Background: an optimization exercise with open tools, aiming at a short achievable clock period and few clock cycles per item. Do not read the settings as production practice.
RTL that was checked went through simulation tests only; none was proved equivalent to the original.
Only the layout flow was run in runs 1, 2 and 4; the RTL was not checked for function there.
Power figures rest on the tool's default switching activity, not on a simulated workload.

**flow/config.mk**
```make
export PLATFORM = sky130hd
export DESIGN_NAME = view_tag_record_scanner
export DESIGN_NICKNAME = view_tag_record_scanner
export VERILOG_FILES = /design/flow/design.v
export SDC_FILE = /design/flow/constraint.sdc
export NUM_CORES = 4
export LEC_CHECK = 0
export ABC_CLOCK_PERIOD_IN_PS = 1600
export CAP_MARGIN = 20
export CORE_MARGIN = 2
export CORE_UTILIZATION = 55
export SETUP_SLACK_MARGIN = 2.4
export SLEW_MARGIN = 20
export TNS_END_PERCENT = 100
```
**flow/constraint.sdc**
```tcl
create_clock -name core_clock -period 4.0 [get_ports {clk_i}]
set_input_delay 0.8000 -clock core_clock [delete_from_list [all_inputs] [get_ports {clk_i}]]
set_output_delay 0.8000 -clock core_clock [all_outputs]
set_load 0.01 [all_outputs]
```
**flow/design.v**
```verilog
package vtrs_pkg;
  localparam logic [7:0] CH_SLASH = 8'h2F;
  localparam logic [7:0] CH_COLON = 8'h3A;
  localparam logic [7:0] CH_QUOTE = 8'h27;
  localparam logic [7:0] CH_SPACE = 8'h20;
  localparam logic [7:0] CH_TAB   = 8'h09;
  localparam logic [7:0] CH_LF    = 8'h0A;
  localparam logic [7:0] CH_CR    = 8'h0D;
  localparam logic [7:0] CH_ZERO  = 8'h30;
  localparam logic [7:0] CH_NINE  = 8'h39;
  localparam logic [1:0] KIND_NAME  = 2'd0;
  localparam logic [1:0] KIND_PARAM = 2'd1;
  localparam logic [1:0] KIND_END   = 2'd2;
  function automatic logic is_letter(input logic [7:0] b, input logic [7:0] lower);
    is_letter = (b == lower) || (b == (lower - 8'd32));
  endfunction
endpackage
module vtrs_ctrl #(
  parameter int TEXT_MAX = 31,
  parameter int NSLOT    = 2,
  localparam int CntW    = $clog2(TEXT_MAX + 1)
) (
  input  logic            clk_i,
  input  logic            rst_ni,
  input  logic            in_valid_i,
  output logic            in_ready_o,
  input  logic [7:0]      text_byte_i,
  input  logic            end_of_data_i,
  input  logic [NSLOT-1:0] full_i,
  input  logic            space_i,
  output logic            wr_o,
  output logic [7:0]      wchar_o,
  output logic            discard_o,
  output logic            commit_o,
  output logic [CntW-1:0] commit_nc_o,
  output logic [CntW-1:0] commit_pc_o,
  output logic [31:0]     commit_chan_o,
  output logic            commit_sgn_o,
  output logic            commit_intg_o
);
  localparam logic [CntW-1:0] LenLast = CntW'(TEXT_MAX - 1);
  localparam int S_BEGIN  = 0;
  localparam int S_SVC    = 1;
  localparam int S_VI     = 2;
  localparam int S_VE     = 3;
  localparam int S_VW     = 4;
  localparam int S_SI     = 5;
  localparam int S_SG     = 6;
  localparam int S_SN     = 7;
  localparam int S_CO     = 8;
  localparam int S_CN     = 9;
  localparam int S_CT     = 10;
  localparam int S_CR     = 11;
  localparam int S_CO2    = 12;
  localparam int S_CL     = 13;
  localparam int S_COLON  = 14;
  localparam int S_NAME   = 15;
  localparam int S_SKIPP  = 16;   
  localparam int S_SKIPQ  = 17;   
  localparam int S_SKIPN  = 18;   
  localparam int S_PARAM  = 19;
  localparam int S_NUMBER = 20;
  localparam int NST      = 21;
  logic       ready_q;
  logic       v_q, eod_q;
  logic [7:0] b_q;
  logic       slash_q, colon_q, quote_q, sep_q, digit_q, zero_q;
  logic       lv_q, ls_q, lc_q, li_q, le_q, lw_q, lg_q, ln_q, lo_q, lt_q, lr_q, ll_q;
  assign in_ready_o = ready_q;
  always_ff @(posedge clk_i or negedge rst_ni) begin
    if (!rst_ni) begin
      v_q <= 1'b0;
    end else begin
      v_q <= in_valid_i && ready_q;
    end
  end
  always_ff @(posedge clk_i) begin
    b_q     <= text_byte_i;
    eod_q   <= end_of_data_i;
    slash_q <= text_byte_i == vtrs_pkg::CH_SLASH;
    colon_q <= text_byte_i == vtrs_pkg::CH_COLON;
    quote_q <= text_byte_i == vtrs_pkg::CH_QUOTE;
    sep_q   <= (text_byte_i == vtrs_pkg::CH_SPACE) || (text_byte_i == vtrs_pkg::CH_TAB) ||
               (text_byte_i == vtrs_pkg::CH_LF) || (text_byte_i == vtrs_pkg::CH_CR) ||
               (text_byte_i == vtrs_pkg::CH_QUOTE);
    digit_q <= (text_byte_i >= vtrs_pkg::CH_ZERO) && (text_byte_i <= vtrs_pkg::CH_NINE);
    zero_q  <= text_byte_i == 8'h00;
    lv_q    <= vtrs_pkg::is_letter(text_byte_i, 8'h76);
    ls_q    <= vtrs_pkg::is_letter(text_byte_i, 8'h73);
    lc_q    <= vtrs_pkg::is_letter(text_byte_i, 8'h63);
    li_q    <= vtrs_pkg::is_letter(text_byte_i, 8'h69);
    le_q    <= vtrs_pkg::is_letter(text_byte_i, 8'h65);
    lw_q    <= vtrs_pkg::is_letter(text_byte_i, 8'h77);
    lg_q    <= vtrs_pkg::is_letter(text_byte_i, 8'h67);
    ln_q    <= vtrs_pkg::is_letter(text_byte_i, 8'h6E);
    lo_q    <= vtrs_pkg::is_letter(text_byte_i, 8'h6F);
    lt_q    <= vtrs_pkg::is_letter(text_byte_i, 8'h74);
    lr_q    <= vtrs_pkg::is_letter(text_byte_i, 8'h72);
    ll_q    <= vtrs_pkg::is_letter(text_byte_i, 8'h6C);
  end
  logic [NST-1:0]  st_q, st_d;
  logic            sgn_q, intg_q;
  logic [CntW-1:0] nc_q, pc_q;
  logic            nstop_q, pstop_q;
  logic            bad_q;
  logic [3:0]      sig_q;
  logic [3:0]      bcd_q [10];        
  logic            big_q;             
  logic [33:0]     acc_s_q, acc_c_q;
  logic            start, name_ch, param_ch, name_wr, param_wr, digit, close;
  always_comb begin
    st_d = '0;
    if (!v_q) begin
      st_d = st_q;
    end else if (eod_q) begin
      st_d[S_BEGIN] = 1'b1;
    end else begin
      st_d[S_BEGIN] = (st_q[S_BEGIN] && !slash_q) ||
                      (st_q[S_SVC] && !(lv_q || ls_q || lc_q)) ||
                      (st_q[S_VI] && !li_q) || (st_q[S_VE] && !le_q) ||
                      (st_q[S_VW] && !lw_q) || (st_q[S_SI] && !li_q) ||
                      (st_q[S_SG] && !lg_q) || (st_q[S_SN] && !ln_q) ||
                      (st_q[S_CO] && !lo_q) || (st_q[S_CN] && !ln_q) ||
                      (st_q[S_CT] && !lt_q) || (st_q[S_CR] && !lr_q) ||
                      (st_q[S_CO2] && !lo_q) || (st_q[S_CL] && !ll_q) ||
                      (st_q[S_COLON] && !colon_q) || (st_q[S_NUMBER] && quote_q);
      st_d[S_SVC]    = st_q[S_BEGIN] && slash_q;
      st_d[S_VI]     = st_q[S_SVC] && lv_q;
      st_d[S_VE]     = st_q[S_VI] && li_q;
      st_d[S_VW]     = st_q[S_VE] && le_q;
      st_d[S_SI]     = st_q[S_SVC] && ls_q;
      st_d[S_SG]     = st_q[S_SI] && li_q;
      st_d[S_SN]     = st_q[S_SG] && lg_q;
      st_d[S_CO]     = st_q[S_SVC] && lc_q;
      st_d[S_CN]     = st_q[S_CO] && lo_q;
      st_d[S_CT]     = st_q[S_CN] && ln_q;
      st_d[S_CR]     = st_q[S_CT] && lt_q;
      st_d[S_CO2]    = st_q[S_CR] && lr_q;
      st_d[S_CL]     = st_q[S_CO2] && lo_q;
      st_d[S_COLON]  = (st_q[S_VW] && lw_q) || (st_q[S_SN] && ln_q) || (st_q[S_CL] && ll_q);
      st_d[S_NAME]   = (st_q[S_COLON] && colon_q) || (st_q[S_NAME] && !sep_q);
      st_d[S_SKIPP]  = (st_q[S_NAME] && sep_q && !intg_q) || (st_q[S_SKIPP] && !quote_q);
      st_d[S_SKIPQ]  = (st_q[S_PARAM] && sep_q && !quote_q) || (st_q[S_SKIPQ] && !quote_q);
      st_d[S_SKIPN]  = (st_q[S_NAME] && sep_q && intg_q) || (st_q[S_PARAM] && quote_q) ||
                       (st_q[S_SKIPQ] && quote_q) || (st_q[S_SKIPN] && !quote_q);
      st_d[S_PARAM]  = (st_q[S_SKIPP] && quote_q) || (st_q[S_PARAM] && !sep_q);
      st_d[S_NUMBER] = (st_q[S_SKIPN] && quote_q) || (st_q[S_NUMBER] && !quote_q);
    end
  end
  assign start    = v_q && st_q[S_COLON] && colon_q;
  assign name_ch  = v_q && st_q[S_NAME] && !sep_q && !nstop_q;
  assign param_ch = v_q && st_q[S_PARAM] && !sep_q && !pstop_q;
  assign name_wr  = name_ch && !zero_q;
  assign param_wr = param_ch && !zero_q;
  assign digit    = v_q && st_q[S_NUMBER] && digit_q;
  assign close    = v_q && st_q[S_NUMBER] && quote_q;
  always_ff @(posedge clk_i or negedge rst_ni) begin
    if (!rst_ni) begin
      st_q <= NST'(1) << S_BEGIN;
    end else begin
      st_q <= st_d;
    end
  end
  always_ff @(posedge clk_i) begin
    if (v_q && st_q[S_SVC]) begin
      sgn_q  <= ls_q;
      intg_q <= lc_q;
    end
  end
  always_ff @(posedge clk_i) begin
    if (start) begin
      nc_q    <= '0;
      pc_q    <= '0;
      nstop_q <= 1'b0;
      pstop_q <= 1'b0;
    end else begin
      if (name_ch) begin
        if (zero_q || nc_q == LenLast) nstop_q <= 1'b1;
        if (!zero_q) nc_q <= nc_q + CntW'(1);
      end
      if (param_ch) begin
        if (zero_q || pc_q == LenLast) pstop_q <= 1'b1;
        if (!zero_q) pc_q <= pc_q + CntW'(1);
      end
    end
  end
  always_ff @(posedge clk_i or negedge rst_ni) begin
    if (!rst_ni) begin
      wr_o <= 1'b0;
    end else begin
      wr_o <= name_wr || param_wr;
    end
  end
  always_ff @(posedge clk_i) begin
    wchar_o <= b_q;
  end
  logic [33:0] op_a, op_b, op_c, op_e, s1, c1, s2, c2;
  assign op_a = {acc_s_q[30:0], 3'b000};
  assign op_b = {acc_s_q[32:0], 1'b0};
  assign op_c = {acc_c_q[30:1], b_q[3:0]};
  assign op_e = {acc_c_q[32:0], 1'b0};
  assign s1   = op_a ^ op_b ^ op_c;
  assign c1   = {((op_a & op_b) | (op_a & op_c) | (op_b & op_c)), 1'b0};
  assign s2   = s1 ^ c1 ^ op_e;
  assign c2   = {((s1 & c1) | (s1 & op_e) | (c1 & op_e)), 1'b0};
  always_ff @(posedge clk_i) begin
    if (start) begin
      acc_s_q <= '0;
      acc_c_q <= '0;
      sig_q   <= '0;
      bad_q   <= 1'b0;
    end else begin
      if (digit) begin
        acc_s_q <= s2;
        acc_c_q <= c2;
        if ((sig_q != 4'd0 || b_q[3:0] != 4'd0) && sig_q != 4'd11) sig_q <= sig_q + 4'd1;
      end
      if (v_q && st_q[S_NUMBER] && !digit_q && !quote_q) bad_q <= 1'b1;
    end
  end
  localparam logic [39:0] MaxDig = {4'd4, 4'd2, 4'd9, 4'd4, 4'd9, 4'd6, 4'd7, 4'd2, 4'd9, 4'd5};
  logic big_gt, big_eq;
  always_ff @(posedge clk_i) begin
    if (digit && (sig_q != 4'd0 || b_q[3:0] != 4'd0) && sig_q < 4'd10) begin
      bcd_q[0] <= b_q[3:0];
      for (int j = 1; j < 10; j++) bcd_q[j] <= bcd_q[j-1];
    end
  end
  always_comb begin
    big_gt = 1'b0;
    big_eq = 1'b1;
    for (int j = 9; j >= 0; j--) begin
      big_gt = big_gt || (big_eq && bcd_q[j] > MaxDig[4*j +: 4]);
      big_eq = big_eq && bcd_q[j] == MaxDig[4*j +: 4];
    end
  end
  always_ff @(posedge clk_i) begin
    big_q <= big_gt;
  end
  localparam int NG = 6;                
  logic [3:1]      p_q;
  logic            p_sgn_q, p_intg_q;
  logic [CntW-1:0] p_nc_q, p_pc_q;
  logic [35:0]     x_s, x_c, x_p, x_g;
  logic [NG-1:0]   grp_g, grp_p, grp_g_q, grp_p_q, cin, cin_q;
  logic [35:0]     bit_c;
  logic [33:0]     sum_q;
  logic            in_record, fast_ok;
  assign in_record = st_q[S_NAME] || st_q[S_SKIPP] || st_q[S_SKIPQ] || st_q[S_SKIPN] ||
                     st_q[S_PARAM] || st_q[S_NUMBER];
  assign fast_ok   = (nc_q != '0) && !bad_q && (sig_q != 4'd0) && (sig_q <= 4'd10);
  assign x_s = {2'b00, acc_s_q};
  assign x_c = {2'b00, acc_c_q};
  assign x_p = x_s ^ x_c;
  assign x_g = x_s & x_c;
  always_comb begin
    for (int k = 0; k < NG; k++) begin
      logic g, p;
      g = 1'b0;
      p = 1'b1;
      for (int i = 0; i < 6; i++) begin
        bit_c[6*k+i] = g || (p && cin_q[k]);
        g = x_g[6*k+i] || (x_p[6*k+i] && g);
        p = p && x_p[6*k+i];
      end
      grp_g[k] = g;
      grp_p[k] = p;
    end
    cin[0] = 1'b0;
    for (int k = 1; k < NG; k++) cin[k] = grp_g_q[k-1] || (grp_p_q[k-1] && cin[k-1]);
  end
  always_ff @(posedge clk_i or negedge rst_ni) begin
    if (!rst_ni) begin
      p_q       <= '0;
      commit_o  <= 1'b0;
      discard_o <= 1'b0;
    end else begin
      p_q[1]    <= close && fast_ok;
      p_q[2]    <= p_q[1] && !(sig_q == 4'd10 && big_q);
      p_q[3]    <= p_q[2];
      commit_o  <= p_q[3];
      discard_o <= (v_q && eod_q && in_record && !close) || (close && !fast_ok) ||
                   (p_q[1] && sig_q == 4'd10 && big_q);
    end
  end
  always_ff @(posedge clk_i) begin
    if (close) begin
      p_sgn_q  <= sgn_q;
      p_intg_q <= intg_q;
      p_nc_q   <= nc_q;
      p_pc_q   <= pc_q;
    end
    grp_g_q <= grp_g;
    grp_p_q <= grp_p;
    if (p_q[1]) cin_q <= cin;
    if (p_q[2]) sum_q <= x_p[33:0] ^ bit_c[33:0];
  end
  assign commit_nc_o   = p_nc_q;
  assign commit_pc_o   = p_pc_q;
  assign commit_chan_o = sum_q[31:0];
  assign commit_sgn_o  = p_sgn_q;
  assign commit_intg_o = p_intg_q;
  logic near_colon, pend, room;
  assign near_colon = st_q[S_VE] || st_q[S_VW] || st_q[S_SG] || st_q[S_SN] ||
                      st_q[S_CO2] || st_q[S_CL] || st_q[S_COLON];
  assign pend = (|p_q) || commit_o;
  assign room = !full_i[NSLOT-1] && !(full_i[NSLOT-2] && pend);
  always_ff @(posedge clk_i) begin
    ready_q <= space_i && (!near_colon || room);
  end
endmodule
module vtrs_dp #(
  parameter int TEXT_MAX = 31,
  parameter int NSLOT    = 3,
  localparam int CntW    = $clog2(TEXT_MAX + 1)
) (
  input  logic             clk_i,
  input  logic             rst_ni,
  input  logic             wr_i,
  input  logic [7:0]       wchar_i,
  input  logic             discard_i,
  input  logic             commit_i,
  input  logic [CntW-1:0]  commit_nc_i,
  input  logic [CntW-1:0]  commit_pc_i,
  input  logic [31:0]      commit_chan_i,
  input  logic             commit_sgn_i,
  input  logic             commit_intg_i,
  output logic [NSLOT-1:0] full_o,
  output logic             space_o,
  input  logic             out_ready_i,
  output logic             out_valid_o,
  output logic [1:0]       item_kind_o,
  output logic [7:0]       char_code_o,
  output logic [31:0]      channel_o,
  output logic             is_signed_o,
  output logic             is_integer_o,
  output logic             last_o
);
  localparam int QCAP = 2 * TEXT_MAX + 6;
  logic [7:0]       q_q [QCAP];
  logic [QCAP-1:0]  wp_q, cp_q, rp_q;    
  logic [CntW-1:0]  nrem_q [NSLOT];
  logic [CntW-1:0]  prem_q [NSLOT];
  logic [NSLOT-1:0] nz_n, nz_p;          
  logic [31:0]      chan_q [NSLOT];
  logic [NSLOT-1:0] sgn_q, intg_q;
  logic [NSLOT-1:0] full_q;              
  logic [NSLOT-1:0] first_free;          
  logic [NSLOT-1:0] put;                 
  logic             sv_q;
  logic [1:0]       s_kind_q;
  logic [7:0]       s_char_q;
  logic [31:0]      s_chan_q;
  logic             s_sgn_q, s_intg_q, s_last_q;
  logic [1:0]       b_kind;
  logic [7:0]       b_char;
  logic [31:0]      b_chan;
  logic             b_last;
  logic             ov_q;
  logic [1:0]       kind_q;
  logic [7:0]       char_q;
  logic [31:0]      ochan_q;
  logic             osgn_q, ointg_q, last_q;
  logic [7:0]       q_head;
  logic             adv;
  logic             push, pop, done;         
  logic             sv_d;
  logic [NSLOT-1:0] full_d, nz_n_d, nz_p_d;
  assign adv = !ov_q || out_ready_i;
  always_ff @(posedge clk_i or negedge rst_ni) begin
    if (!rst_ni) begin
      push <= 1'b0;
      pop  <= 1'b0;
      done <= 1'b0;
    end else begin
      push <= !sv_d && full_d[0];
      pop  <= !sv_d && full_d[0] && (nz_n_d[0] || nz_p_d[0]);
      done <= !sv_d && full_d[0] && !nz_n_d[0] && !nz_p_d[0];
    end
  end
  always_ff @(posedge clk_i) begin
    for (int i = 0; i < QCAP; i++) begin
      if (wr_i && wp_q[i]) q_q[i] <= wchar_i;
    end
  end
  always_ff @(posedge clk_i or negedge rst_ni) begin
    if (!rst_ni) begin
      wp_q <= QCAP'(1);
      cp_q <= QCAP'(1);
      rp_q <= QCAP'(1);
    end else begin
      if (discard_i) begin
        wp_q <= cp_q;
      end else if (wr_i) begin
        wp_q <= {wp_q[QCAP-2:0], wp_q[QCAP-1]};
      end
      if (commit_i) cp_q <= wp_q;
      if (pop) rp_q <= {rp_q[QCAP-2:0], rp_q[QCAP-1]};
    end
  end
  logic space_q;
  always_ff @(posedge clk_i or negedge rst_ni) begin
    if (!rst_ni) begin
      space_q <= 1'b1;
    end else begin
      space_q <= !(|(rp_q & ({wp_q[QCAP-2:0], wp_q[QCAP-1]} |
                             {wp_q[QCAP-3:0], wp_q[QCAP-1:QCAP-2]} |
                             {wp_q[QCAP-4:0], wp_q[QCAP-1:QCAP-3]} |
                             {wp_q[QCAP-5:0], wp_q[QCAP-1:QCAP-4]} |
                             {wp_q[QCAP-6:0], wp_q[QCAP-1:QCAP-5]})));
    end
  end
  assign space_o = space_q;
  always_comb begin
    q_head = '0;
    for (int i = 0; i < QCAP; i++) q_head = q_head | ({8{rp_q[i]}} & q_q[i]);
  end
  always_comb begin
    for (int r = 0; r < NSLOT; r++) begin
      first_free[r] = !full_q[r] && (r == 0 || full_q[(r > 0) ? r - 1 : 0]);
    end
    for (int r = 0; r < NSLOT; r++) begin
      put[r] = commit_i && (done ? ((r < NSLOT - 1) && first_free[(r < NSLOT - 1) ? r + 1 : r])
                                 : first_free[r]);
    end
  end
  always_ff @(posedge clk_i) begin
    for (int r = 0; r < NSLOT; r++) begin
      if (put[r]) begin
        nrem_q[r] <= commit_nc_i;
        prem_q[r] <= commit_pc_i;
        chan_q[r] <= commit_chan_i;
        sgn_q[r]  <= commit_sgn_i;
        intg_q[r] <= commit_intg_i;
      end else if (done) begin
        if (r < NSLOT - 1) begin
          nrem_q[r] <= nrem_q[(r < NSLOT - 1) ? r + 1 : r];
          prem_q[r] <= prem_q[(r < NSLOT - 1) ? r + 1 : r];
          chan_q[r] <= chan_q[(r < NSLOT - 1) ? r + 1 : r];
          sgn_q[r]  <= sgn_q[(r < NSLOT - 1) ? r + 1 : r];
          intg_q[r] <= intg_q[(r < NSLOT - 1) ? r + 1 : r];
        end
      end else if (pop && r == 0) begin
        if (nz_n[0]) begin
          nrem_q[0] <= nrem_q[0] - CntW'(1);
        end else begin
          prem_q[0] <= prem_q[0] - CntW'(1);
        end
      end
    end
  end
  always_comb begin
    for (int r = 0; r < NSLOT; r++) begin
      if (put[r]) begin
        full_d[r] = 1'b1;
        nz_n_d[r] = commit_nc_i != '0;
        nz_p_d[r] = commit_pc_i != '0;
      end else if (done) begin
        full_d[r] = (r < NSLOT - 1) && full_q[(r < NSLOT - 1) ? r + 1 : r];
        nz_n_d[r] = (r < NSLOT - 1) && nz_n[(r < NSLOT - 1) ? r + 1 : r];
        nz_p_d[r] = (r < NSLOT - 1) && nz_p[(r < NSLOT - 1) ? r + 1 : r];
      end else if (pop && r == 0) begin
        full_d[r] = full_q[r];
        nz_n_d[r] = nz_n[r] && nrem_q[r] != CntW'(1);
        nz_p_d[r] = nz_p[r] && (nz_n[r] || prem_q[r] != CntW'(1));
      end else begin
        full_d[r] = full_q[r];
        nz_n_d[r] = nz_n[r];
        nz_p_d[r] = nz_p[r];
      end
    end
    if (adv) begin
      sv_d = 1'b0;
    end else begin
      sv_d = sv_q || push;
    end
  end
  always_ff @(posedge clk_i or negedge rst_ni) begin
    if (!rst_ni) begin
      full_q <= '0;
      nz_n   <= '0;
      nz_p   <= '0;
    end else begin
      full_q <= full_d;
      nz_n   <= nz_n_d;
      nz_p   <= nz_p_d;
    end
  end
  assign full_o = full_q;
  assign b_kind = nz_n[0] ? vtrs_pkg::KIND_NAME : nz_p[0] ? vtrs_pkg::KIND_PARAM : vtrs_pkg::KIND_END;
  assign b_char = (nz_n[0] || nz_p[0]) ? q_head : 8'd0;
  assign b_chan = (nz_n[0] || nz_p[0]) ? 32'd0 : chan_q[0];
  assign b_last = !(nz_n[0] || nz_p[0]);
  always_ff @(posedge clk_i or negedge rst_ni) begin
    if (!rst_ni) begin
      ov_q <= 1'b0;
      sv_q <= 1'b0;
    end else begin
      if (adv) begin
        ov_q <= sv_q || push;
      end
      sv_q <= sv_d;
    end
  end
  always_ff @(posedge clk_i) begin
    if (!adv && push) begin
      s_kind_q <= b_kind;
      s_char_q <= b_char;
      s_chan_q <= b_chan;
      s_sgn_q  <= sgn_q[0];
      s_intg_q <= intg_q[0];
      s_last_q <= b_last;
    end
  end
  logic [44:0] o_q, o_new, o_d;
  assign o_new = sv_q ? {s_kind_q, s_char_q, s_chan_q, s_sgn_q, s_intg_q, s_last_q}
                      : {b_kind, b_char, b_chan, sgn_q[0], intg_q[0], b_last};
  assign o_d   = ({45{adv}} & o_new) | ({45{!adv}} & o_q);
  always_ff @(posedge clk_i) begin
    o_q <= o_d;
  end
  assign {kind_q, char_q, ochan_q, osgn_q, ointg_q, last_q} = o_q;
  assign out_valid_o  = ov_q;
  assign item_kind_o  = kind_q;
  assign char_code_o  = char_q;
  assign channel_o    = ochan_q;
  assign is_signed_o  = osgn_q;
  assign is_integer_o = ointg_q;
  assign last_o       = last_q;
endmodule
module view_tag_record_scanner #(
  parameter int TEXT_MAX = 31
) (
  input  logic        clk_i,
  input  logic        rst_ni,
  input  logic        in_valid_i,
  output logic        in_ready_o,
  input  logic [7:0]  in_text_byte_i,
  input  logic        in_end_of_data_i,
  output logic        out_valid_o,
  input  logic        out_ready_i,
  output logic [1:0]  out_item_kind_o,
  output logic [7:0]  out_char_code_o,
  output logic [31:0] out_channel_o,
  output logic        out_is_signed_o,
  output logic        out_is_integer_o,
  output logic        out_last_o
);
  localparam int NSLOT = 3;
  localparam int CntW  = $clog2(TEXT_MAX + 1);
  logic            wr;
  logic [7:0]      wchar;
  logic            discard;
  logic            space;
  logic            commit;
  logic [CntW-1:0] commit_nc, commit_pc;
  logic [31:0]     commit_chan;
  logic            commit_sgn, commit_intg;
  logic [NSLOT-1:0] full;
  vtrs_ctrl #(
    .TEXT_MAX (TEXT_MAX),
    .NSLOT    (NSLOT)
  ) u_ctrl (
    .clk_i         (clk_i),
    .rst_ni        (rst_ni),
    .in_valid_i    (in_valid_i),
    .in_ready_o    (in_ready_o),
    .text_byte_i   (in_text_byte_i),
    .end_of_data_i (in_end_of_data_i),
    .full_i        (full),
    .space_i       (space),
    .wr_o          (wr),
    .wchar_o       (wchar),
    .discard_o     (discard),
    .commit_o      (commit),
    .commit_nc_o   (commit_nc),
    .commit_pc_o   (commit_pc),
    .commit_chan_o (commit_chan),
    .commit_sgn_o  (commit_sgn),
    .commit_intg_o (commit_intg)
  );
  vtrs_dp #(
    .TEXT_MAX (TEXT_MAX),
    .NSLOT    (NSLOT)
  ) u_dp (
    .clk_i         (clk_i),
    .rst_ni        (rst_ni),
    .wr_i          (wr),
    .wchar_i       (wchar),
    .discard_i     (discard),
    .commit_i      (commit),
    .commit_nc_i   (commit_nc),
    .commit_pc_i   (commit_pc),
    .commit_chan_i (commit_chan),
    .commit_sgn_i  (commit_sgn),
    .commit_intg_i (commit_intg),
    .full_o        (full),
    .space_o       (space),
    .out_ready_i   (out_ready_i),
    .out_valid_o   (out_valid_o),
    .item_kind_o   (out_item_kind_o),
    .char_code_o   (out_char_code_o),
    .channel_o     (out_channel_o),
    .is_signed_o   (out_is_signed_o),
    .is_integer_o  (out_is_integer_o),
    .last_o        (out_last_o)
  );
endmodule
```
**flow/run.sh**
```bash
#!/bin/bash
# synth_recipe.tcl (not shown) runs the flow's synth.tcl, then flattens the netlist and writes it again
# the make line also repeats each setting of config.mk as NAME=value (left out here)
make -C /OpenROAD-flow-scripts/flow DESIGN_CONFIG=/design/flow/config.mk WORK_HOME=/design/flow/orfs CLKGATE_MAP_FILE= SYNTH_SCRIPT=/design/flow/synth_recipe.tcl finish
```
==> summary.md, run 1 <==
| Metric | Value |
|---|---|
| Rel. slew slack | `between 30% and 40%` |
| Post-synthesis cell area | `between 40000 and 50000 um^2` |
| Final GP Congestion | `~0.95` |
| Core Rows | `roughly 110` |
| Largest cells by area after synthesis | `sky130_fd_sc_hd__edfxtp_1 (53%), sky130_fd_sc_hd__dfrtp_1 (13%), sky130_fd_sc_hd__dfxtp_1 (5.1%)` |
| Max-Cap Viols | `0` |
| Power density normalized to cell area | `roughly 430 nW/um^2` |
| Via Count | `32.9k` |
| Worst Setup Start Kind | `flip-flop` |
| Remaining DRCs | `0` |
| Portion of synthesized cell area occupied by the leading cell type | `53.1%` |
| Number of DRC violations after detailed-routing iteration 0 | `roughly 4.6k` |
| Leak | `approximately 0.023 uW` |
| Mean post-synth cell area | `around 15 um^2` |
| Initial antenna violation count | `8` |
| Maximum clock path buffer count | `3` |
| Hold/Removal Path Class | `in2async` |
| Average via count per standard cell | `6.66` |
| DRT Wirelength | `about 170000 um` |
| Cell count after synthesis | `roughly 3.3k` |
| Register area share after synthesis | `71.0%` |
| Share of layout cells above drive strength 1 | `36.7%` |
| Placed Area | `50500 um^2` |
| Number of global-route vias before repair | `roughly 31k` |
| Die Y-Extent | `300 um` |
| Flop and latch count out of synthesis | `about 1.2k` |
| Antenna-violating nets left | `1` |
| Average wire length per cell after detail routing | `35.5 um` |
| Result of the run | `finished with violations` |
| Yosys warnings | `7` |
| Clock Power Share | `between 40% and 50%` |
| Source-to-sink clock delay at the later pin of the worst-skew pair | `between 700 and 800 ps` |
| CTS buffer count | `130` |
| Non-Filler Cell Area, Final | `between 60000 and 70000 um^2` |
| Final Setup Violations | `0` |
| CP Data Required Time | `~4500 ps` |
| Type of element capturing the critical path | `flip-flop` |
| Number of unique standard cell types used by synthesis | `65` |
| Max Slew Vio Count | `0` |
| Worst-Margin Slew | `between 1000 and 1500 ps` |
| Ys async rst share | `roughly 20%` |
| Area inside the core boundary | `approximately 87000 um^2` |
| Net total in the final layout | `~3.8k` |
| Filler instances | `roughly 5.6k` |
| Depth of the CTS H-tree | `4` |
| Worst Slack Setup Final | `~1300 ps` |
| Grt total ovfl | `0` |
| Max Fanout on Critical Path | `4` |
| Count of endpoints failing hold in the final timing report | `0` |
| Multi-input combinational cell area | `around 16000 um^2` |
| Combinational fraction of design power | `less than 1%` |
| Count of pins on the block boundary | `60` |
| Top achievable clock speed | `369 MHz` |
| Core utilization of the finished layout | `69.6%` |
| Library cell with the highest instance count after synthesis | `sky130_fd_sc_hd__edfxtp_1` |
| Initial core utilization | `55.6%` |
| Top cell types by occurrence after synthesis | `sky130_fd_sc_hd__edfxtp_1 (855), sky130_fd_sc_hd__nand2_1 (344), sky130_fd_sc_hd__dfrtp_1 (242)` |
| Failed Checks | `antenna rules` |
| Total Die Area | `around 90000 um^2` |
| Setup slack after placement | `around 450 ps` |
| Nets in the synthesized netlist | `about 3.4k` |
| Share of power burned in registers | `52.7%` |
| Signed area change from the synthesized netlist to the final layout | `25.1%` |
| First-pass GRT wire length | `between 200000 and 250000 um` |
| Sinks on the clock net | `approximately 1.2k` |
| Final setup TNS | `0 ps` |
| Post-synth top flop | `sky130_fd_sc_hd__edfxtp_1` |
| Port buffer count | `just under 60` |
| Total Power | `approximately 26000 uW` |
| Critical Path AT | `roughly 3200 ps` |
| Number of enable flip-flop cells after synthesis | `around 860` |
| Cell type contributing the most total cell area after synthesis | `sky130_fd_sc_hd__edfxtp_1` |
| Peak supply drop | `approximately 430 uV` |
| Pre-antenna DRT Iters | `6` |
| Time the worst path needs with I/O delays and setup | `~2700 ps` |
| Worst Clk Skew | `41.3 ps` |
| CTS tree | `built` |
| Hold buffers post-CTS | `0` |
| Net switching power figure | `roughly 5200 uW` |
| Root buffer selected by CTS | `sky130_fd_sc_hd__clkbuf_16` |
| Register area | `34800 um^2` |
| Internal power | `about 21000 uW` |
| Global-route usage over all layers | `between 30% and 40%` |
| Unrepaired setup endpoints after global routing | `true` |
| Maximum number of pins on one net before global-route repair | `80` |
| Proportion of total power due to net switching | `roughly a fifth` |
| Crit path kind | `reg2reg` |
| Final period util | `between 60% and 70%` |
| DIE WIDTH | `about 300 um` |
| Half-perimeter wire length after detailed placement | `around 100000 um` |
| Clock-pin slew on the worst setup and hold paths | `60 ps` |
state kept, by name, indices dropped and copies added, names as in the netlist, 8 cells and up, named ones only:
| signal | cells |
|---|---|
| u_ctrl.st_q | 21 |
| u_dp.q_q | 544 |
| u_ctrl.acc_s_q | 32 |
| u_dp.chan_q | 96 |
| u_dp.wp_q | 68 |
| u_ctrl.b_q | 8 |
| u_ctrl.acc_c_q | 29 |
| u_dp.cp_q | 68 |
| u_dp.rp_q | 68 |
| u_dp.prem_q | 15 |
| u_dp.nrem_q | 15 |
| u_ctrl.bcd_q | 40 |
| u_ctrl.sum_q | 32 |
| u_ctrl.wchar_o | 8 |
| u_dp.s_chan_q | 32 |
| u_dp.s_char_q | 8 |
cell usage in the layout (no fill, tap or decap), types with 22 or more instances in the layout:
cell	netlist	routed
sky130_fd_sc_hd__a21o_1	23	22
sky130_fd_sc_hd__a21oi_1	162	135
sky130_fd_sc_hd__a21oi_2	0	24
sky130_fd_sc_hd__a221oi_1	71	27
sky130_fd_sc_hd__a221oi_2	9	40
sky130_fd_sc_hd__a22o_1	82	75
sky130_fd_sc_hd__a22oi_1	112	107
sky130_fd_sc_hd__and2_1	104	36
sky130_fd_sc_hd__and2_2	0	22
sky130_fd_sc_hd__and2_4	0	53
sky130_fd_sc_hd__buf_12	0	34
sky130_fd_sc_hd__buf_2	24	49
sky130_fd_sc_hd__buf_4	1	201
sky130_fd_sc_hd__buf_6	8	45
sky130_fd_sc_hd__clkbuf_1	137	33
sky130_fd_sc_hd__clkbuf_16	0	150
sky130_fd_sc_hd__clkinv_2	0	22
sky130_fd_sc_hd__dfrtp_1	242	140
sky130_fd_sc_hd__dfrtp_2	0	61
sky130_fd_sc_hd__dfrtp_4	0	41
sky130_fd_sc_hd__dfxtp_1	124	59
sky130_fd_sc_hd__dfxtp_4	0	46
sky130_fd_sc_hd__edfxtp_1	855	855
sky130_fd_sc_hd__fa_1	60	37
sky130_fd_sc_hd__fa_2	0	23
sky130_fd_sc_hd__ha_1	43	32
sky130_fd_sc_hd__inv_1	74	69
sky130_fd_sc_hd__mux2_2	215	171
sky130_fd_sc_hd__mux2_4	0	44
sky130_fd_sc_hd__nand2_1	344	247
sky130_fd_sc_hd__nand2_2	0	48
sky130_fd_sc_hd__nand2_4	0	47
sky130_fd_sc_hd__nand3_1	45	41
sky130_fd_sc_hd__nand4_1	55	55
sky130_fd_sc_hd__nor2_1	90	80
sky130_fd_sc_hd__o21ai_0	168	110
sky130_fd_sc_hd__o21ai_1	3	32
sky130_fd_sc_hd__or4_1	52	26
sky130_fd_sc_hd__or4_4	0	26
power groups by stage:
stage          clock network (uW)  logic (uW)  registers, uW
5_1_grt                     12600         174          13600
4_1_cts                     12000         155          13600
3_5_place_dp                    0         138          13900
6_report                    12000         160          13600
2_1_floorplan                   0        25.6          13900
3_3_place_gp                    0         133          13900
metal layers:
layer,global-route usage [%],vias up,routed length (um)
met3,11.0,440,23300
met5,0,-,42
met2,53.4,2310,74900
met1,54.2,16900,67500
met4,16.8,6,9090
li1,-,13200,-
stage by stage:
step                hold WS, ps  std cells
floorplan                   310       3300
global placement            312       4380
detailed placement          317       4380
CTS                         107       4826
global route                114       4923
finish                     72.8       4932
layout make-up:
type	instances	area share (%)
sequential	1226	57.5
inverter	76	0.480
antenna	10	0.0414
multi-input combinational	1847	25.9
timing repair buffer	384	6.75
tap	1155	2.39
clock buffer	179	6.10
clock inverter	55	0.842
what timing repair did:
action | 4_1_cts | 5_1_grt
cloned | 29 | 22
resized for setup | 791 | 307
pin swaps | 130 | 139
setup endpoints to repair | 1329 | 621
setup buffers | 183 | 74
worst paths after layout:
| check | from | end | slack, ps | cells past startpoint |
|---|---|---|---|---|
| max | u_dp.rp_q[44] | flip-flop | 1290 | 6 |
| min | rst_ni | u_dp.cp_q[36] | 70 | 1 |
| max reg2reg | u_dp.rp_q[44] | flip-flop | 1290 | 6 |
| min reg2reg | u_ctrl.b_q[6] | u_ctrl.wchar_o[6] | 320 | 0 |
| max in group asynchronous | rst_ni | u_dp.rp_q[35] | 2760 | 2 |
| min in group core_clock | u_ctrl.b_q[6] | u_ctrl.wchar_o[6] | 320 | 0 |
worst max-delay path, cell delays in order (launching register included):
cell and delay [ps]:
sky130_fd_sc_hd__dfrtp_4 550, sky130_fd_sc_hd__a22o_4 290, sky130_fd_sc_hd__a221oi_4 320, sky130_fd_sc_hd__nand4_1 360
sky130_fd_sc_hd__or4_4 580, sky130_fd_sc_hd__nor4_4 270, sky130_fd_sc_hd__o31ai_2 90
cell families after synthesis:
| family | synth area share, % |
|---|---|
| fa+ha+maj | 3.60 |
| xor+xnor | 0.779 |
| flops | 71.0 |
| compound gates | 9.46 |
| buf+inv | 2.14 |
| mux | 5.19 |
| simple gates | 7.80 |
==> run 2: changes to the inputs <==
--- a/flow/config.mk
+++ b/flow/config.mk
@@ -9,6 +9,6 @@
 export CAP_MARGIN = 20
 export CORE_MARGIN = 2
 export CORE_UTILIZATION = 55
-export SETUP_SLACK_MARGIN = 2.4
+export SETUP_SLACK_MARGIN = 2.0
 export SLEW_MARGIN = 20
 export TNS_END_PERCENT = 100
==> run 2 against run 1 <==
Net effect: routed wire length is 5.4% lower; clock-buffer cell count is 5 higher; the run now finishes clean; setup slack better by 37 ps; sequential power hardly changed; critical path type unchanged; cell area is 5.3% lower; area after synthesis stayed put; critical path depth stayed put; largest power group unchanged; non-clock buffer count is 95 lower.
==> summary.md, run 2 <==
| Metric | Value |
|---|---|
| Result of the run | `timing/DRC/antenna clean` |
| Mean post-synth cell area | `14.7 um^2` |
| Top achievable clock speed | `374 MHz` |
| Register area | `34600 um^2` |
| Commonest non-fill, non-tap cell in the layout | `sky130_fd_sc_hd__edfxtp_1` |
| Total Power | `about 26000 uW` |
| Final GP Congestion | `roughly 0.94` |
| Maximum number of pins on one net before global-route repair | `92` |
| Post-synth top flop | `sky130_fd_sc_hd__edfxtp_1` |
| Power density normalized to cell area | `roughly 450 nW/um^2` |
| Largest cells by area after synthesis | `sky130_fd_sc_hd__edfxtp_1 (53%), sky130_fd_sc_hd__dfrtp_1 (13%), sky130_fd_sc_hd__dfxtp_1 (5.1%)` |
| Leak | `around 0.022 uW` |
| Hold buffers post-CTS | `0` |
| Grt total ovfl | `0` |
| Post-synthesis cell area | `just under 50000 um^2` |
| Critical Path AT | `approximately 3100 ps` |
| Largest register FFs | `about 540` |
| Worst Setup Start Kind | `flip-flop` |
| Final setup TNS | `0 ps` |
| Register with the highest flop count | `u_dp.q_q` |
| Worst-Margin Slew | `between 1000 and 1500 ps` |
| Root buffer selected by CTS | `sky130_fd_sc_hd__clkbuf_16` |
| Final Setup Violations | `0` |
| Maximum clock path buffer count | `3` |
| Source-to-sink clock delay at the later pin of the worst-skew pair | `roughly 740 ps` |
| Multi-input combinational cell area | `approximately 14000 um^2` |
| Count of pins on the block boundary | `60` |
| Max-Cap Viols | `0` |
| Yosys warnings | `7` |
| Average via count per standard cell | `about 6.6` |
| Pre-antenna DRT Iters | `6` |
| Total Die Area | `around 90000 um^2` |
| Die Y-Extent | `300 um` |
| CP Data Required Time | `roughly 4400 ps` |
| CTS buffer count | `130` |
| Core utilization of the finished layout | `approximately two thirds` |
| Peak supply drop | `roughly 440 uV` |
| Cell type contributing the most total cell area after synthesis | `sky130_fd_sc_hd__edfxtp_1` |
| Number of unique standard cell types used by synthesis | `65` |
| Depth of the CTS H-tree | `4` |
| DIE WIDTH | `~300 um` |
| Highest-count cells in the layout ignoring fill and taps | `sky130_fd_sc_hd__edfxtp_1 (855), sky130_fd_sc_hd__nand2_1 (343), sky130_fd_sc_hd__mux2_2 (197), sky130_fd_sc_hd__buf_4 (181), sky130_fd_sc_hd__a21oi_1 (156)` |
| Top flop regs | `u_dp.q_q x544, u_dp.chan_q x96` |
| Standard cell with the maximum stage delay on the critical path | `sky130_fd_sc_hd__or4_4` |
| Flop and latch count out of synthesis | `1226` |
| Worst-case register-to-register setup slack | `around 1300 ps` |
| List of cells traversed by the critical path | `a22o_1 > a221oi_4 > nand4_1 > or4_4 > nor4_4 > o31ai_1` |
| Unrepaired setup endpoints after global routing | `true` |
| Max Fanout on Critical Path | `5` |
| Global-route usage over all layers | `between 30% and 40%` |
| Initial core utilization | `~56%` |
| Library cell with the highest instance count after synthesis | `sky130_fd_sc_hd__edfxtp_1` |
| Share of layout cells above drive strength 1 | `about 27%` |
| Filler instances | `a little over 6k` |
| Cell count after synthesis | `between 3k and 4k` |
| Portion of synthesized cell area occupied by the leading cell type | `a little over half` |
| Hold/Removal Path Class | `in2async` |
| Antenna-violating nets left | `0` |
| Max Slew Vio Count | `0` |
| CP delay by family, top | `simple AND/OR/NAND/NOR gates` |
| Nets in the synthesized netlist | `3416` |
| Clock-pin slew on the worst setup and hold paths | `about 60 ps` |
| Rel. slew slack | `13.6%` |
| Port buffer count | `59` |
| Worst Clk Skew | `around 31 ps` |
| Setup slack after placement | `about 650 ps` |
| Average wire length per cell after detail routing | `between 30 and 40 um` |
| Initial antenna violation count | `6` |
| Remaining DRCs | `0` |
| Number of DRC violations after detailed-routing iteration 0 | `about 5k` |
| Worst path max stage delay | `640 ps` |
| Number of buffer and inverter stages on the critical path | `0` |
| DRT Wirelength | `166000 um` |
| Number of enable flip-flop cells after synthesis | `855` |
| Ys async rst share | `~20%` |
| CTS tree | `built` |
| Signed area change from the synthesized netlist to the final layout | `18.4%` |
| Sinks on the clock net | `1226` |
| Number of global-route vias before repair | `slightly above 30k` |
| Total placed cells including tap cells | `4411` |
| Via Count | `31.8k` |
| Area inside the core boundary | `86900 um^2` |
| Top cell types by occurrence after synthesis | `sky130_fd_sc_hd__edfxtp_1 (855), sky130_fd_sc_hd__nand2_1 (344), sky130_fd_sc_hd__dfrtp_1 (242)` |
| Crit path kind | `reg2reg` |
| Half-perimeter wire length after detailed placement | `105000 um` |
| Final Non-Filler Cells | `4808` |
| Worst Slack Setup Final | `1320 ps` |
| Core Rows | `between 100 and 150` |
| Final period util | `66.9%` |
| Type of element capturing the critical path | `flip-flop` |
| Net total in the final layout | `roughly 3.7k` |
| Register area share after synthesis | `71.0%` |
| Time the worst path needs with I/O delays and setup | `around 2700 ps` |
| First-pass GRT wire length | `between 200000 and 250000 um` |
| Count of endpoints failing hold in the final timing report | `0` |
[run 2: cell counts after synthesis]
Identical to the previous run, type by type.
[run 2: per-stage QoR]
| step | hold WS [ps] | area, um^2 |
|---|---|---|
| 2_1_floorplan | 310 | 48400 |
| 3_3_place_gp | 312 | 50300 |
| 3_5_place_dp | 314 | 50300 |
| 4_1_cts | 174 | 56300 |
| 5_1_grt | 165 | 57200 |
| 6_report | 115 | 57200 |
[run 2: worst paths after layout]
kind / endpoint / cells after the start / startpoint
max in group asynchronous: u_dp.rp_q[39] / 2 / rst_ni
max: flip-flop / 6 / u_dp.rp_q[1]
min in group core_clock: u_ctrl.wchar_o[5] / 0 / u_ctrl.b_q[5]
max reg2reg: flip-flop / 6 / u_dp.rp_q[1]
min: u_dp.rp_q[1] / 1 / rst_ni
min reg2reg: u_ctrl.wchar_o[5] / 0 / u_ctrl.b_q[5]
[run 2: report_power, final]
| group | switching, uW | internal [uW] | total [uW] |
|---|---|---|---|
| Clock | 4920 | 6990 | 11900 |
| Combinational | 134 | 34.7 | 169 |
| Sequential | 83.2 | 13500 | 13600 |
[run 2: logic make-up (layout without fill, tap and decap cells)]
group / Yosys count / after routing / synth area share, %
other: 0 / 1 / 0
AND/OR/NAND/NOR: 769 / 775 / 7.80
AO/OA/AOI/OAI: 685 / 685 / 9.46
XOR/XNOR: 43 / 43 / 0.779
multiplexers: 224 / 224 / 5.19
buffers and inverters: 250 / 596 / 2.14
flip-flops: 1226 / 1226 / 71.0
adder cells (fa/ha/maj): 103 / 103 / 3.60
[run 2: final cells by class]
class / instances / share of cell area (%)
Sequential cell: 1226 / 60.4
Tap cell: 1155 / 2.52
Timing Repair Buffer: 289 / 4.58
Clock buffer: 184 / 6.51
Inverter: 76 / 0.503
Antenna cell: 1 / 0.00437
Clock inverter: 47 / 0.789
Multi-Input combinational cell: 1830 / 24.7
[run 2: worst register-to-register path, delay by kind of cell (launching register included)]
kind             cells  cell delay [ps]
AND/OR/NAND/NOR      3             1210
AO/OA/AOI/OAI        3              640
flip-flops           1              550
[run 2: metal layers]
metal | routed length, um | part of all wire (%) | global-route usage, %
met1 | 66800 | 40 | 54.2
met2 | 70600 | 43 | 52.1
met3 | 21300 | 13 | 10.2
met4 | 6860 | 4.1 | 13.8
met5 | 0 | 0 | 0
[run 2: repair_timing]
action / CTS / global route
cloned: 7 / 6
setup buffers: 104 / 48
endpoints found under the setup margin: 884 / 353
pin swaps: 41 / 33
gates resized for setup: 499 / 127
==> run 3: changes to the inputs <==
--- a/flow/design.v
+++ b/flow/design.v
@@ -411,9 +411,17 @@
     end
   end
   assign space_o = space_q;
+  logic [7:0] q_at, q_after;
   always_comb begin
-    q_head = '0;
-    for (int i = 0; i < QCAP; i++) q_head = q_head | ({8{rp_q[i]}} & q_q[i]);
+    q_at    = '0;
+    q_after = '0;
+    for (int i = 0; i < QCAP; i++) begin
+      q_at    = q_at | ({8{rp_q[i]}} & q_q[i]);
+      q_after = q_after | ({8{rp_q[(i == 0) ? QCAP - 1 : i - 1]}} & q_q[i]);
+    end
+  end
+  always_ff @(posedge clk_i) begin
+    q_head <= pop ? q_after : q_at;
   end
   always_comb begin
     for (int r = 0; r < NSLOT; r++) begin
--- a/flow/config.mk
+++ b/flow/config.mk
@@ -9,6 +9,8 @@
 export CAP_MARGIN = 20
 export CORE_MARGIN = 2
 export CORE_UTILIZATION = 55
-export SETUP_SLACK_MARGIN = 2.0
+export CTS_CLUSTER_DIAMETER = 80
+export CTS_CLUSTER_SIZE = 24
+export SETUP_SLACK_MARGIN = 2.2
 export SLEW_MARGIN = 20
 export TNS_END_PERCENT = 100
==> run 3 against run 2 <==
Net effect: cell area rose by 5.4%; highest routed layer is now met5; clock skew increased by 41 ps; sequential power is essentially flat; synthesized cell count rose by 12%; area after synthesis is 5.9% higher; setup slack better by 570 ps; cell count grew 10%; global-route usage grew 6.9 points; core utilization down 0.26 points; sequential share of layout area down 2.7 points; via count up 22%; routed wire length grew 27%.
==> summary.md, run 3 <==
| Metric | Value |
|---|---|
| Largest cells by area after synthesis | `sky130_fd_sc_hd__edfxtp_1 (50%), sky130_fd_sc_hd__dfrtp_1 (12%), sky130_fd_sc_hd__dfxtp_1 (5.2%)` |
| Net switching power figure | `4360 uW` |
| Standard cell with the maximum stage delay on the critical path | `sky130_fd_sc_hd__dfrtp_2` |
| Worst path max stage delay | `roughly 460 ps` |
| Worst-case register-to-register setup slack | `around 1900 ps` |
| Number of global-route vias before repair | `between 30k and 40k` |
| Sinks on the clock net | `approximately 1.2k` |
| Leak | `between 0.02 and 0.025 uW` |
| Nets in the synthesized netlist | `about 3.8k` |
| Critical Path AT | `1310 ps` |
| Worst Clk Skew | `slightly above 70 ps` |
| Worst Slack Setup Final | `around 1900 ps` |
| Multiplexer share of the synthesized area | `under 10%` |
| Final GP Congestion | `approximately 1.0` |
| List of cells traversed by the critical path | `buf_6` |
| Signed area change from the synthesized netlist to the final layout | `17.8%` |
| Top achievable clock speed | `around 470 MHz` |
| CTS buffer count | `60` |
| Flop and latch count out of synthesis | `between 1k and 1.5k` |
| Final setup TNS | `0 ps` |
| Count of endpoints failing hold in the final timing report | `0` |
| Yosys warnings | `7` |
| Rel. slew slack | `45.9%` |
| Maximum clock path buffer count | `3` |
| Initial core utilization | `a little under three fifths` |
| Dominant combinational cell family by area after synthesis | `compound AO/OA/AOI/OAI gates` |
| Commonest non-fill, non-tap cell in the layout | `sky130_fd_sc_hd__edfxtp_1` |
| Number of cells on the critical path | `1` |
| Total Die Area | `about 96000 um^2` |
| Hold Worst Slack | `30.4 ps` |
| Post-synthesis adder-cell area fraction | `under 10%` |
| Non-Filler Cell Area, Final | `60300 um^2` |
| Internal power | `about 17000 uW` |
| Average via count per standard cell | `between 7 and 8` |
| Source-to-sink clock delay at the later pin of the worst-skew pair | `750 ps` |
| Peak supply drop | `about 420 uV` |
| Combinational fraction of design power | `less than 1%` |
| Top flop regs | `u_dp.q_q x544, u_dp.chan_q x96` |
| Result of the run | `timing/DRC/antenna clean` |
| Clock Power Share | `34.8%` |
| Crit path launch | `u_dp.ov_q` |
| Worst-Margin Slew | `811 ps` |
| Worst flop-to-flop path startpoint | `u_dp.wp_q[64]` |
| Number of DRC violations after detailed-routing iteration 0 | `7823` |
| Area inside the core boundary | `about 92000 um^2` |
| Power density normalized to cell area | `between 300 and 400 nW/um^2` |
| Initial antenna violation count | `15` |
| Top cell types by occurrence after synthesis | `sky130_fd_sc_hd__edfxtp_1 (855), sky130_fd_sc_hd__nand2_1 (353), sky130_fd_sc_hd__dfrtp_1 (242)` |
| Grt total ovfl | `0` |
| Max Slew Vio Count | `0` |
| Register with the highest flop count | `u_dp.q_q` |
| Setup slack after placement | `1250 ps` |
| Max Fanout on Critical Path | `2` |
| Via Count | `approximately 39k` |
| First-pass GRT wire length | `285000 um` |
| Die Y-Extent | `~310 um` |
| Register area | `34800 um^2` |
| Post-synthesis cell area | `approximately 50000 um^2` |
| Destination of the worst register-to-register timing path | `u_dp.space_q` |
| CTS tree | `built` |
| Compound-Gate Fraction of Synth Area | `13.1%` |
| DRT Wirelength | `about 210000 um` |
| Root buffer selected by CTS | `sky130_fd_sc_hd__clkbuf_16` |
| Worst Setup Start Kind | `flip-flop` |
| Cell count after synthesis | `about 3.7k` |
| CP delay by family, top | `flip-flops` |
| Hold/Removal Path Class | `in2async` |
| Cells on worst reg2reg path | `6` |
| Core Rows | `111` |
| Count of pins on the block boundary | `60` |
| Depth of the CTS H-tree | `2` |
| Fraction of the mapped netlist area in simple logic gates | `under 10%` |
| Final period util | `a little over half` |
| Net total in the final layout | `a little over 4k` |
| CP Data Required Time | `between 3000 and 4000 ps` |
| Pre-antenna DRT Iters | `9` |
| Time the worst path needs with I/O delays and setup | `about 2100 ps` |
| Post-synth top flop | `sky130_fd_sc_hd__edfxtp_1` |
| Library cell with the highest instance count after synthesis | `sky130_fd_sc_hd__edfxtp_1` |
| Number of buffer and inverter stages on the critical path | `1` |
| Number of enable flip-flop cells after synthesis | `approximately 860` |
| Highest-count cells in the layout ignoring fill and taps | `sky130_fd_sc_hd__edfxtp_1 (855), sky130_fd_sc_hd__nand2_1 (350), sky130_fd_sc_hd__buf_4 (278), sky130_fd_sc_hd__a22oi_1 (219), sky130_fd_sc_hd__mux2_2 (179)` |
| Unrepaired setup endpoints after global routing | `true` |
| Half-perimeter wire length after detailed placement | `126000 um` |
| Largest register FFs | `roughly 540` |
| Max-Cap Viols | `0` |
| DIE WIDTH | `~310 um` |
| Multi-input combinational cell area | `between 15000 and 20000 um^2` |
| Number of unique standard cell types used by synthesis | `between 60 and 70` |
| Proportion of total power due to net switching | `20.6%` |
| Share of power burned in registers | `64.6%` |
| Parity-gate share of the synthesized area counting xor and xnor cells | `less than 1%` |
| Mean post-synth cell area | `13.8 um^2` |
| Ys async rst share | `20.0%` |
| Remaining DRCs | `0` |
| Global-route usage over all layers | `between 40 and 50%` |
| Port buffer count | `59` |
| Clock-pin slew on the worst setup and hold paths | `approximately 100 ps` |
| Cell type contributing the most total cell area after synthesis | `sky130_fd_sc_hd__edfxtp_1` |
| Share of layout cells above drive strength 1 | `27.8%` |
| Maximum number of pins on one net before global-route repair | `between 70 and 80` |
| Type of element capturing the critical path | `output pin` |
| Crit path kind | `reg2out` |
| Register area share after synthesis | `approximately two thirds` |
| Portion of synthesized cell area occupied by the leading cell type | `50.1%` |
| Antenna-violating nets left | `0` |
| Average wire length per cell after detail routing | `between 30 and 40 um` |
| Filler instances | `6743` |
| CP Capture Point | `out_valid_o` |
| Final Setup Violations | `0` |
| Placed Area | `~54000 um^2` |
-- run 3: worst min path at each step --
stage | from | slack (ps) | cells past startpoint | endpoint
after floorplan | u_ctrl.b_q[4] | 310 | 0 | u_ctrl.wchar_o[4]
after global placement | u_ctrl.p_q[3] | 350 | 0 | u_ctrl.commit_o
after detailed placement | u_ctrl.p_q[3] | 360 | 0 | u_ctrl.commit_o
after CTS | rst_ni | 60 | 1 | u_dp.rp_q[1]
after global routing | rst_ni | 80 | 1 | u_dp.rp_q[64]
final | rst_ni | 30 | 1 | u_dp.rp_q[67]
-- run 3: cells by family (layout without fill, tap and decap cells) --
kind of cell / after synthesis / count (layout)
flops: 1234 / 1234
mux: 232 / 232
compound gates: 947 / 947
buf+inv: 302 / 653
simple gates: 836 / 849
xor+xnor: 43 / 43
other cells: 0 / 8
fa+ha+maj: 103 / 103
-- run 3: layer usage --
layer / global-route usage [%] / wire length [um] / vias to the layer above
li1: - / - / 14900
met1: 58.3 / 75400 / 19300
met2: 57.6 / 81800 / 3627
met3: 20.7 / 36600 / 949
met4: 25.5 / 16100 / 16
met5: 0.556 / 214 / -
-- run 3: cell type report --
| cell class | instances | area share, % |
|---|---|---|
| diodes | 8 | 0.0332 |
| clock inverters | 11 | 0.236 |
| inverters | 60 | 0.398 |
| well taps | 1243 | 2.58 |
| flip-flops and latches | 1234 | 57.7 |
| clock buffers | 103 | 2.95 |
| repair inverters | 4 | 0.0498 |
| multi-input cells | 2174 | 28.1 |
| repair buffers | 475 | 7.93 |
-- run 3: through the flow --
step | power [uW] | utilization, % | std cells
2_1_floorplan | 14000 | - | 3697
3_3_place_gp | 14100 | 58.2 | 4888
5_1_grt | 21600 | 65.6 | 5306
3_5_place_dp | 14100 | 58.3 | 4889
6_report | 21200 | 65.6 | 5312
4_1_cts | 21200 | 64.5 | 5262
-- run 3: power by group through the flow --
| stage | clock [uW] | sequential [uW] | combinational (uW) |
|---|---|---|---|
| 6_report | 7370 | 13700 | 127 |
| 2_1_floorplan | 0 | 13900 | 25.6 |
| 4_1_cts | 7360 | 13700 | 117 |
| 3_5_place_dp | 0 | 14000 | 107 |
| 3_3_place_gp | 0 | 14000 | 103 |
| 5_1_grt | 7800 | 13700 | 141 |
-- run 3: what timing repair did --
action,CTS,global route
setup buffers,239,36
cloned,20,5
endpoints found under the setup margin,1047,540
hold buffers,0,0
gates resized for setup,629,147
pin swaps,70,54
Testbench counts of run 3, summed over its fixed seeds: cycles 41,006, bytes 40,918.
==> run 4: changes to the inputs <==
--- a/flow/design.v
+++ b/flow/design.v
@@ -336,7 +336,9 @@
   output logic             is_integer_o,
   output logic             last_o
 );
-  localparam int QCAP = 2 * TEXT_MAX + 6;
+  localparam int QCAP = 2 * TEXT_MAX + 7;
+  localparam int NGRP = 4;                           
+  localparam int GSZ  = (QCAP + NGRP - 1) / NGRP;
   logic [7:0]       q_q [QCAP];
   logic [QCAP-1:0]  wp_q, cp_q, rp_q;    
   logic [CntW-1:0]  nrem_q [NSLOT];
@@ -398,30 +400,53 @@
       if (pop) rp_q <= {rp_q[QCAP-2:0], rp_q[QCAP-1]};
     end
   end
-  logic space_q;
+  logic [QCAP-1:0] near_wp;
+  logic [NGRP-1:0] clash_q;
+  logic            space_q;
+  always_comb begin
+    near_wp = '0;
+    for (int k = 1; k <= 6; k++) near_wp = near_wp | ((wp_q << k) | (wp_q >> (QCAP - k)));
+  end
   always_ff @(posedge clk_i or negedge rst_ni) begin
     if (!rst_ni) begin
+      clash_q <= '0;
       space_q <= 1'b1;
     end else begin
-      space_q <= !(|(rp_q & ({wp_q[QCAP-2:0], wp_q[QCAP-1]} |
-                             {wp_q[QCAP-3:0], wp_q[QCAP-1:QCAP-2]} |
-                             {wp_q[QCAP-4:0], wp_q[QCAP-1:QCAP-3]} |
-                             {wp_q[QCAP-5:0], wp_q[QCAP-1:QCAP-4]} |
-                             {wp_q[QCAP-6:0], wp_q[QCAP-1:QCAP-5]})));
+      for (int g = 0; g < NGRP; g++) begin
+        clash_q[g] <= |(rp_q[g*GSZ +: GSZ] & near_wp[g*GSZ +: GSZ]);
+      end
+      space_q <= !(|clash_q);
     end
   end
   assign space_o = space_q;
-  logic [7:0] q_at, q_after;
+  logic [3*NGRP*8-1:0] part, part_q;
+  logic                pop_q;
+  logic [7:0]          pick [3];
   always_comb begin
-    q_at    = '0;
-    q_after = '0;
-    for (int i = 0; i < QCAP; i++) begin
-      q_at    = q_at | ({8{rp_q[i]}} & q_q[i]);
-      q_after = q_after | ({8{rp_q[(i == 0) ? QCAP - 1 : i - 1]}} & q_q[i]);
+    part = '0;
+    for (int k = 0; k < 3; k++) begin
+      for (int g = 0; g < NGRP; g++) begin
+        for (int i = g * GSZ; i < (g + 1) * GSZ && i < QCAP; i++) begin
+          part[(k*NGRP+g)*8 +: 8] = part[(k*NGRP+g)*8 +: 8] |
+                                    ({8{rp_q[(i + QCAP - k) % QCAP]}} & q_q[i]);
+        end
+      end
+    end
+    for (int k = 0; k < 3; k++) begin
+      pick[k] = '0;
+      for (int g = 0; g < NGRP; g++) pick[k] = pick[k] | part_q[(k*NGRP+g)*8 +: 8];
+    end
+  end
+  always_ff @(posedge clk_i or negedge rst_ni) begin
+    if (!rst_ni) begin
+      pop_q <= 1'b0;
+    end else begin
+      pop_q <= pop;
     end
   end
   always_ff @(posedge clk_i) begin
-    q_head <= pop ? q_after : q_at;
+    part_q <= part;
+    q_head <= (pop && pop_q) ? pick[2] : (pop || pop_q) ? pick[1] : pick[0];
   end
   always_comb begin
     for (int r = 0; r < NSLOT; r++) begin
==> run 4 against run 3 <==
Net effect: sequential share of layout area rose by 0.40 points; clock power is 8.8% higher; setup slack better by 79 ps; still clean on timing, DRC and antenna; hold slack gained 14 ps; via count is 3.4% higher; critical path type unchanged.
==> summary.md, run 4 <==
| Metric | Value |
|---|---|
| Final Setup Violations | `0` |
| Ys async rst share | `a little under a fifth` |
| CTS buffer count | `68` |
| Half-perimeter wire length after detailed placement | `103000 um` |
| Initial core utilization | `a little under three fifths` |
| Count of endpoints failing hold in the final timing report | `0` |
| Sinks on the clock net | `roughly 1.3k` |
| Number of DRC violations after detailed-routing iteration 0 | `~6.6k` |
| Average wire length per cell after detail routing | `a little over 30 um` |
| Library cell with the highest instance count after synthesis | `sky130_fd_sc_hd__edfxtp_1` |
| Hold buffers post-CTS | `0` |
| Grt total ovfl | `0` |
| Pre-antenna DRT Iters | `11` |
| Time the worst path needs with I/O delays and setup | `approximately 2000 ps` |
| Total Die Area | `106000 um^2` |
| Initial antenna violation count | `7` |
| Post-synth top flop | `sky130_fd_sc_hd__edfxtp_1` |
| Max Slew Vio Count | `0` |
| Register with the highest flop count | `u_dp.q_q` |
| Global routing met3 resource utilization | `6.89%` |
| Maximum clock path buffer count | `3` |
| Met2 usage in global routing | `a little under half` |
| Top achievable clock speed | `roughly 500 MHz` |
| Nets in the synthesized netlist | `about 4.3k` |
| Unrepaired setup endpoints after global routing | `true` |
| Number of cells on the critical path | `1` |
| Via Count | `approximately 40k` |
| Final setup TNS | `0 ps` |
| Depth of the CTS H-tree | `3` |
| First-pass GRT wire length | `about 250000 um` |
| CP Data Required Time | `3200 ps` |
| Setup slack after placement | `between 1000 and 1500 ps` |
| Leak | `between 0.02 and 0.025 uW` |
| Result of the run | `timing/DRC/antenna clean` |
| Clock-pin slew on the worst setup and hold paths | `about 100 ps` |
| Hold/Removal Path Class | `in2async` |
| Filler instances | `~7.6k` |
| Post-synthesis cell area | `between 50000 and 60000 um^2` |
| List of cells traversed by the critical path | `buf_2` |
| Portion of synthesized cell area occupied by the leading cell type | `45.7%` |
| Maximum number of pins on one net before global-route repair | `70` |
| Critical Path AT | `about 1200 ps` |
| Cell count after synthesis | `about 4.2k` |
| Number of enable flip-flop cells after synthesis | `between 800 and 900` |
| Count of pins on the block boundary | `60` |
| Port buffer count | `between 50 and 60` |
| Number of global-route vias before repair | `around 38k` |
| Signed area change from the synthesized netlist to the final layout | `12.4%` |
| Yosys warnings | `10` |
| Top cell types by occurrence after synthesis | `sky130_fd_sc_hd__edfxtp_1 (863), sky130_fd_sc_hd__nand2_1 (340), sky130_fd_sc_hd__a22oi_1 (312)` |
| Cell type contributing the most total cell area after synthesis | `sky130_fd_sc_hd__edfxtp_1` |
| Most heavily used metal layer in global routing | `met1` |
| Cells on worst reg2reg path | `5` |
| DRT Wirelength | `around 170000 um` |
| Register area share after synthesis | `between 60% and 70%` |
| Root buffer selected by CTS | `sky130_fd_sc_hd__clkbuf_16` |
| Area inside the core boundary | `102000 um^2` |
| Largest cells by area after synthesis | `sky130_fd_sc_hd__edfxtp_1 (46%), sky130_fd_sc_hd__dfrtp_1 (11%), sky130_fd_sc_hd__dfxtp_1 (8.0%)` |
| Number of unique standard cell types used by synthesis | `69` |
| Highest-count cells in the layout ignoring fill and taps | `sky130_fd_sc_hd__edfxtp_1 (863), sky130_fd_sc_hd__nand2_1 (338), sky130_fd_sc_hd__a22oi_1 (312), sky130_fd_sc_hd__a22o_1 (241), sky130_fd_sc_hd__a221oi_1 (215)` |
| Worst Setup Start Kind | `flip-flop` |
| Share of layout cells above drive strength 1 | `a little over a fifth` |
| Flop and latch count out of synthesis | `~1.3k` |
| Mean post-synth cell area | `13.5 um^2` |
| Global-route usage over all layers | `a little under a third` |
| Type of element capturing the critical path | `output pin` |
| Final GP Congestion | `roughly 0.95` |
| Source-to-sink clock delay at the later pin of the worst-skew pair | `~680 ps` |
| Worst Slack Setup Final | `between 1500 and 2000 ps` |
| Power density normalized to cell area | `360 nW/um^2` |
| Standard cell with the maximum stage delay on the critical path | `sky130_fd_sc_hd__edfxtp_1` |
| CP delay by family, top | `flip-flops` |
| Final period util | `between 50% and 60%` |
| Net total in the final layout | `4391` |
| Largest register FFs | `between 500 and 600` |
| Global routing met1 resource utilization | `47.9%` |
| Remaining DRCs | `0` |
| Top flop regs | `u_dp.q_q x552, u_dp.chan_q x96, u_dp.part_q x96` |
| Commonest non-fill, non-tap cell in the layout | `sky130_fd_sc_hd__edfxtp_1` |
| Antenna-violating nets left | `0` |
| Max-Cap Viols | `0` |
| Die Y-Extent | `325 um` |
| Worst Clk Skew | `between 20 and 30 ps` |
| Max Fanout on Critical Path | `1` |
| Crit path kind | `reg2out` |
| Average via count per standard cell | `between 7 and 8` |
| DIE WIDTH | `between 300 and 400 um` |
| Worst path max stage delay | `~410 ps` |
| Number of buffer and inverter stages on the critical path | `1` |
| Worst-Margin Slew | `just over 1000 ps` |
| CTS tree | `built` |
| Core Rows | `between 100 and 150` |
| Peak supply drop | `~410 uV` |
| Rel. slew slack | `between 30 and 40%` |
[run 4: report_power, final]
part / total [uW] / switching, uW / internal, uW
Combinational: 201 / 159 / 41.4
Sequential: 14800 / 33.5 / 14700
Clock: 8020 / 4410 / 3610
Total: 23000 / 4600 / 18400
[run 4: path summary, 6_finish.rpt]
check	endpoint	start	slack, ps
worst max-delay path	out_channel_o[0]	flip-flop	1970
worst min-delay path	u_dp.rp_q[23]	rst_ni	40
worst max register to register	u_dp.clash_q[1]	u_dp.wp_q[23]	2000
worst min register to register	u_ctrl.wchar_o[6]	u_ctrl.b_q[6]	330
max in group asynchronous	u_dp.rp_q[53]	rst_ni	2970
min in group core_clock	u_ctrl.wchar_o[6]	u_ctrl.b_q[6]	330
[run 4: routing by layer]
metal	wire [um]	up-vias
li1	-	16700
met5	33	-
met1	71900	20000
met3	22200	557
met4	6610	6
met2	74000	2824
[run 4: kinds of logic (layout without fill, tap and decap cells)]
family	Yosys count	count (layout)	synth area share (%)
flip-flops	1346	1346	64.9
AO/OA/AOI/OAI	1225	1225	16.3
AND/OR/NAND/NOR	880	895	7.87
buffers and inverters	380	482	2.55
multiplexers	232	232	4.59
adder cells (fa/ha/maj)	103	103	3.06
XOR/XNOR	44	44	0.679
other	1	4	0.00661
[run 4: through the flow]
stage                     util [%]  instances  instance area [um^2]  total power (uW)  hold slack (ps)
final                         62.5       5699                 63800             23000             44.8
after floorplan                  -       4211                 56900             15100              310
after global placement        57.4       5399                 58600             15300              320
after detailed placement      57.5       5401                 58600             15300              316
after CTS                     61.0       5619                 62300             23100             57.1
after global routing          62.5       5696                 63800             23600             86.1
[run 4: cell type report]
| type | count | area (um^2) | share of cell area (%) |
|---|---|---|---|
| repair buffers | 292 | 2970 | 4.66 |
| clock buffers | 111 | 2010 | 3.15 |
| inverters | 66 | 256 | 0.402 |
| well taps | 1368 | 1710 | 2.68 |
| diodes | 3 | 7.51 | 0.0118 |
| repair inverters | 1 | 7.51 | 0.0118 |
| flip-flops and latches | 1346 | 37100 | 58.1 |
| clock inverters | 12 | 126 | 0.198 |
| multi-input cells | 2500 | 19600 | 30.7 |
[run 4: timing repair]
item                                     CTS  global route
endpoints found under the setup margin  1184           445
setup buffers                             79            67
resized for setup                        459           185
pin swaps                                 20            41
gates cloned                              16            10

## static timing again, ports no longer ideal
The results above use ideal ports. As a check the final layouts listed here were re-extracted and re-timed, cells and wires unchanged.
Step 1 assumes that a clkbuf_16 drives the clock port and a buf_2 every other input.
Step 2 adds t to the input delays and takes it off the output delays; t is the mean of the earliest and latest rising clock arrival at the registers after step 1. Input paths then give back, and output paths get back, about the clock's delay inside the block.
a / b / c = ideal / step 1 / step 2; a / b = the first two.
run | t, ns | setup slack, ns | worst hold slack (ns)
run 1 | 0.808 | 1.286 / 1.286 / 1.286 | 0.073 / 0.049 / 0.323
run 2 | 0.800 | 1.324 / 1.324 / 1.324 | 0.115 / 0.089 / 0.325
run 3 | 0.783 | 1.892 / 1.822 / 1.491 | 0.030 / 0.012 / 0.359
run 4 | 0.736 | 1.971 / 1.896 / 1.618 | 0.045 / 0.021 / 0.335
The setup slack of run 3, which loses most, moves by -0.070 ns with the drivers and by -0.401 ns with both steps.
